Background: an optimization exercise with open tools, aiming at small area, a short achievable clock period and few clock cycles per item. Do not read the settings as production practice. Only simulation tests tie the RTL to the original design; equivalence was not proved. Power figures rest on the tool's default switching activity, not on a simulated workload.

**flow/constraint.sdc**
```tcl
create_clock -name core_clock -period 8.0 [get_ports {clk}]
set_input_delay 1.6000 -clock core_clock [delete_from_list [all_inputs] [get_ports {clk}]]
set_output_delay 1.6000 -clock core_clock [all_outputs]
set_load 0.01 [all_outputs]
```
**flow/run.sh**
```bash
#!/bin/bash
# synth_recipe.tcl (not shown) runs the flow's synth.tcl, then flattens the netlist and writes it again
# the make line also repeats each setting of config.mk as NAME=value (left out here)
make -C /OpenROAD-flow-scripts/flow DESIGN_CONFIG=/design/flow/config.mk WORK_HOME=/design/flow/orfs CLKGATE_MAP_FILE= SYNTH_SCRIPT=/design/flow/synth_recipe.tcl finish
```
**flow/design.v**
```verilog
`timescale 1ns/1ps
`default_nettype none
package wl_data_pkg;
    typedef logic [8-1:0] weight_t;
    typedef logic [4*8-1:0] weight_vec_t;
    typedef union packed {
        weight_vec_t                  by_ch;     
        weight_t [4-1:0]     by_col;    
    } rom_word_u;
    typedef logic [4*4*4*8-1:0] kernel_t;
endpackage
`default_nettype wire
`timescale 1ns/1ps
`default_nettype none
package wl_ctrl_pkg;
    typedef logic [14-1:0]   rom_addr_t;    
    typedef logic [7-1:0]  group_t;       
    typedef logic [6-1:0] out_ch_t;      
    typedef logic [$clog2(4)-1:0]            row_t;   
    typedef logic [$clog2(4*4)-1:0] pos_t;   
    typedef enum logic [1:0] {
        SEQ_IDLE,
        SEQ_RUN,
        SEQ_DONE
    } seq_state_t;
    typedef enum logic [2:0] {
        L_IDLE,
        L_SKEW,      
        L_BURST,     
        L_GAP,       
        L_DONE
    } lane_state_t;
endpackage
`default_nettype wire
`timescale 1ns/1ps
`default_nettype none
module weight_loader (
    input  logic                     clk,
    input  logic                     reset,
    input  logic                     start,
    input  logic                     stall,          
    input  logic                     single_ch,      
    input  logic [6:0]               ch_groups,
    input  logic [5:0]               out_ch,
    input  logic [13:0]              base_addr,
    input  logic [31:0]              rom_data_0,
    input  logic [31:0]              rom_data_1,
    input  logic [31:0]              rom_data_2,
    input  logic [31:0]              rom_data_3,
    output logic                     rom_rd_en,
    output logic [13:0]              rom_addr,
    output logic [127:0]             col_weights,    
    output logic                     idle,
    output logic                     done
);
    logic        run_q;          
    logic        done_q;         
    logic [2:0]  ph_q;           
    logic [1:0]  row_q;          
    logic [6:0]  grp_q;          
    logic        rd_q;           
    logic        rdv_q;          
    logic [13:0] addr_q;         
    logic [3:0]  v_q;            
    logic [3:0]  vh_q;           
    logic        step;
    logic        go;
    logic        last;
    logic        ph6;
    logic        row3;
    logic        fin;
    logic        v0_n;
    logic [13:0] filt;
    assign step = !stall;
    assign go   = start && !run_q;
    assign last = (grp_q == ch_groups);
    assign ph6  = (ph_q == 3'd6);
    assign row3 = (row_q == 2'd3);
    assign fin  = ph6 && row3 && last;
    assign v0_n = run_q && (ph6 ? !(row3 && last) : (ph_q < 3'd3));
    assign filt = base_addr + {14'(out_ch) * 14'(ch_groups), 2'b00};
    always_ff @(posedge clk) begin
        if (reset) begin
            run_q  <= 1'b0;
            done_q <= 1'b0;
            rd_q   <= 1'b0;
            v_q    <= '0;
            vh_q   <= '0;
        end else if (step) begin
            v_q  <= {v_q[2:0], v0_n};
            vh_q <= {vh_q[2:0], v0_n && !single_ch};
            if (go) begin
                run_q  <= 1'b1;
                done_q <= 1'b0;
                rd_q   <= 1'b1;                  
            end else if (run_q) begin
                if (fin) begin
                    run_q  <= 1'b0;
                    done_q <= 1'b1;
                end
                rd_q <= (ph_q == 3'd4) &&
                        (single_ch ? (row3 && !last) : (!row3 || !last));
            end
        end
    end
    always_ff @(posedge clk) begin
        if (step) begin
            if (go) begin
                ph_q  <= 3'd5;                   
                row_q <= 2'd3;
                grp_q <= '0;
            end else begin
                ph_q <= ph6 ? 3'd0 : ph_q + 3'd1;
                if (ph6) begin
                    row_q <= row_q + 2'd1;
                    if (row3) grp_q <= grp_q + 7'd1;
                end
            end
        end
    end
    assign rom_rd_en = rd_q && !stall;
    assign rom_addr  = addr_q;
    always_ff @(posedge clk) begin
        rdv_q <= rom_rd_en;
        if (step && go) begin
            addr_q <= filt;
        end else if (rom_rd_en) begin
            addr_q <= addr_q + (single_ch ? 14'd4 : 14'd1);
        end
    end
    assign idle = !run_q;
    assign done = done_q;
    logic [31:0] r_q [4];        
    logic [31:0] c_q [1:3];      
    always_ff @(posedge clk) begin
        if (rdv_q) begin
            c_q[1] <= rom_data_1;
            c_q[2] <= rom_data_2;
            c_q[3] <= rom_data_3;
        end
    end
    always_ff @(posedge clk) begin
        if (rdv_q) begin
            r_q[0] <= rom_data_0;
        end else if (step && run_q) begin
            if (!single_ch) begin
                case (ph_q)
                    3'd0: r_q[0] <= c_q[1];
                    3'd1: r_q[0] <= c_q[2];
                    3'd2: r_q[0] <= c_q[3];
                    default: ;
                endcase
            end else if (ph_q < 3'd3) begin
                r_q[0][23:0] <= r_q[0][31:8];
            end else if (ph6 && !row3) begin
                r_q[0] <= c_q[row_q + 2'd1];
            end
        end
    end
    always_ff @(posedge clk) begin
        if (step) begin
            r_q[1] <= r_q[0];
            r_q[2] <= r_q[1];
            r_q[3] <= r_q[2];
        end
    end
    for (genvar i = 0; i < 4; i++) begin : g_col
        assign col_weights[32*i +: 8]      = r_q[i][7:0]  & {8{v_q[i]}};
        assign col_weights[32*i + 8 +: 24] = r_q[i][31:8] & {24{vh_q[i]}};
    end
endmodule
`default_nettype wire
```
**flow/config.mk**
```make
export PLATFORM = sky130hd
export DESIGN_NAME = weight_loader
export DESIGN_NICKNAME = weight_loader
export VERILOG_FILES = /design/flow/design.v
export SDC_FILE = /design/flow/constraint.sdc
export NUM_CORES = 4
export LEC_CHECK = 0
export CAP_MARGIN = 20
export CORE_MARGIN = 2
export CORE_UTILIZATION = 40
export PLACE_DENSITY = 0.6
export SLEW_MARGIN = 20
```
==> qor.txt <==
CTS Buf Count: 29
number of global-route vias before repair: 9424
top-area cell type share of the netlist area: 56.7%
Core Region: 0.0325 mm^2
Ports: 305
clk_skew: 18.9 ps
fin nets: 1662
status: no timing/DRC/antenna violations
antenna violations before repair: 10
Vias/cell: 5.09
Synth Area in Compound Gates: 12.3%
commonest register cell after synthesis: edfxtp_1
count of final setup violators: 0
Cell Area, Synth: 0.0132 mm^2
simple-gate share of the synthesized area: 15.8%
HP Class: register to register
DPL Wire Length: 26.4 mm
via count: 9729
sequential area share after synthesis: 58.6%
WL/cell: 19.2 um
syn_nets: 1375
Peak VDD IR: 0.000161 V
full die area: 0.0345 mm^2
clock latency (worst-skew pair): 560 ps
min Tclk post-route: 5950 ps
Root Buffer: clkbuf_16
Final Util: 54.3%
die height: 186 um
Worst Path Arrival: 6210 ps
Layout area overhead: 33.6%
Leakage: 6.39 nW
power density over the cells: 210 mW/mm^2
CP Capture Type: register
Cells after DPL: 1849
RSZ-0062 raised after global routing: false
CTS tree: done
largest net degree at the start of global routing: 98
layout cells sized above 1: 4.86%
count leader, synth: edfxtp_1
Initial Util: 40.7%
DRT antenna net count: 0
row count: 66
Residual DRC: 0
Worst-Margin Slew: 1110 ps
CTS H-Tree Depth: 1
mux contribution to synthesized area: 0.605%
CTS sink cnt: 262
Final Hold Viols: 0
PortBufs: 304
Setup TNS Final: 0 ps
cells after synthesis: 1151
Post-CTS Hold Buffers: 0
Seq cells post-synth: 262
largest family of logic cells by synthesized area: simple AND/OR/NAND/NOR gates
crit path max fanout: 7
Synth area leaders: edfxtp_1, and2_1, nand2_1
Worst-path clk slew: 60 ps
fmax: 168 MHz
initial drt markers: 705
Critical Path Start Type: input pin
first-pass GRT wire length: 54.5 mm
PnR Total Power: 3.71 mW
fin crit share: 74.3%
post-synthesis cell type count: 51
Post-Synth XOR/XNOR Area: 2.52%
Routed WL: 36.7 mm
GR Overflow Total: 0
Slew Limit Headroom: 26.1%
final cell count without fillers: 1911
Post-CTS Setup Inserts: 0
Clock Tree Buf Depth: 3
synth cell count leaders: edfxtp_1, and2_1, nand2_1, o21ai_0, a22oi_1
max-slew violation count: 0
RD Place Congestion: 0.816
EDFF count, synth: 250
CP required: 8260 ps
Post-Syn Area per Cell: 11.5 um^2
Setup CP Type: input pin to register
Initial DRT Pass Iterations: 5
Synth area leader: edfxtp_1
Synth async-reset ratio: 0%
cts repair resizes: 0
die width: 186 um
Total GRT Usage: 20.7%
Warnings, synthesis: 35
Max Cap Violations: 0
area share of fa/ha/maj cells after synthesis: 7.24%
[stage by stage]
| step | hold WS, ps | instance area, um^2 | worst slack [ps] |
|---|---|---|---|
| floorplan | 418 | 13200 | 2430 |
| global placement | 422 | 16700 | 1620 |
| detailed placement | 425 | 16700 | 1550 |
| CTS | 439 | 17700 | 2110 |
| global route | 446 | 17700 | 1860 |
| finish | 439 | 17700 | 2050 |
[cell type report]
type | count | area, um^2
Sequential cell | 262 | 7750
Inverter | 43 | 164
Multi-Input combinational cell | 788 | 5120
Antenna cell | 8 | 20.0
Timing Repair Buffer | 314 | 3120
Clock inverter | 15 | 146
Fill cell | 2883 | 14900
Clock buffer | 39 | 793
Tap cell | 442 | 553
[routing by layer]
metal  GRT usage, %  wire length [um]  vias to the layer above
met2           33.2             16900                      333
met4           6.83              1090                        0
met1           28.5             16100                     4641
met3           3.68              2540                       61
li1               -                 -                     4694
met5              0                 0                        -
[kinds of logic after synthesis]
family / Yosys count
AND/OR/NAND/NOR: 424
adder cells (fa/ha/maj): 64
flip-flops: 262
AO/OA/AOI/OAI: 254
buffers and inverters: 101
multiplexers: 8
XOR/XNOR: 38
[critical path: stages]
cell	delay [ps]
clkdlybuf4s50_1	540
and2_1	250
fa_1	530
inv_1	50
fa_1	470
fa_1	540
inv_1	40
ha_1	320
a21oi_1	220
xnor2_1	170
ha_1	330
a2111oi_4	390
o21ai_2	120
a41oi_2	270
a21oi_2	90
nor4_1	190
a211oi_1	80
[worst paths after layout]
| kind | startpoint | endpoint | slack (ps) | cells past startpoint |
|---|---|---|---|---|
| max | out_ch[2] | addr_q[13] | 2050 | 17 |
| min | r_q[2][23] | r_q[3][23] | 440 | 0 |
| max reg2reg | ph_q[0] | r_q[0][3] | 4840 | 8 |
| min reg2reg | r_q[2][23] | r_q[3][23] | 440 | 0 |
[registers in the layout (all words and copies together) (netlist names)]
name,cells
c_q,96
rd_q,1
run_q,1
row_q,2
v_q,4
addr_q,14
rdv_q,1
r_q,128
grp_q,7
ph_q,3
vh_q,4
done_q,1
[placed cells by master, fill, tap and decap left out, types with 10 or more instances in the layout]
cell / instances
nand2_1: 152
a22oi_1: 64
a21oi_1: 40
o21ai_1: 19
nor2_1: 60
o211ai_1: 15
ha_1: 42
inv_1: 41
dfxtp_1: 11
edfxtp_1: 250
xor2_1: 19
o21ai_0: 81
nand3_1: 22
clkdlybuf4s50_1: 304
and2_1: 158
buf_4: 10
fa_1: 21
clkbuf_16: 29
xnor2_1: 19
[power breakdown]
part | internal (mW) | switching [mW] | leakage (nW)
Combinational | 0.348 | 0.407 | 3.49
Clock | 0.763 | 0.547 | 0.452
Sequential | 1.60 | 0.0517 | 2.45
Total | 2.71 | 1.01 | 6.39
Testbench counts, summed over its fixed seeds: cycles 14,172, groups 499.

## port drivers added, routing unchanged
How much do the figures lean on ideal ports? The routed layout below was timed once more, with nothing changed but the port constraints. Step 1, drivers: a clkbuf_16 drives clk and a buf_2 each remaining input, both assumed. Step 2 also shifts input and output timing later by t, the mid clock arrival at the registers, as if the neighbouring blocks saw the same clock. Three values: ideal ports, drivers, drivers and shift; two values: the first two.
t (ns): 0.597
setup slack, ns: 2.052 / 2.074 / 1.477
hold WS [ns]: 0.439 / 0.439 / 0.439
worst setup path at the end: input to register
After both steps setup and hold are still met in this run. The setup slack of this run moves by +0.022 ns with the drivers and by -0.575 ns with both steps.
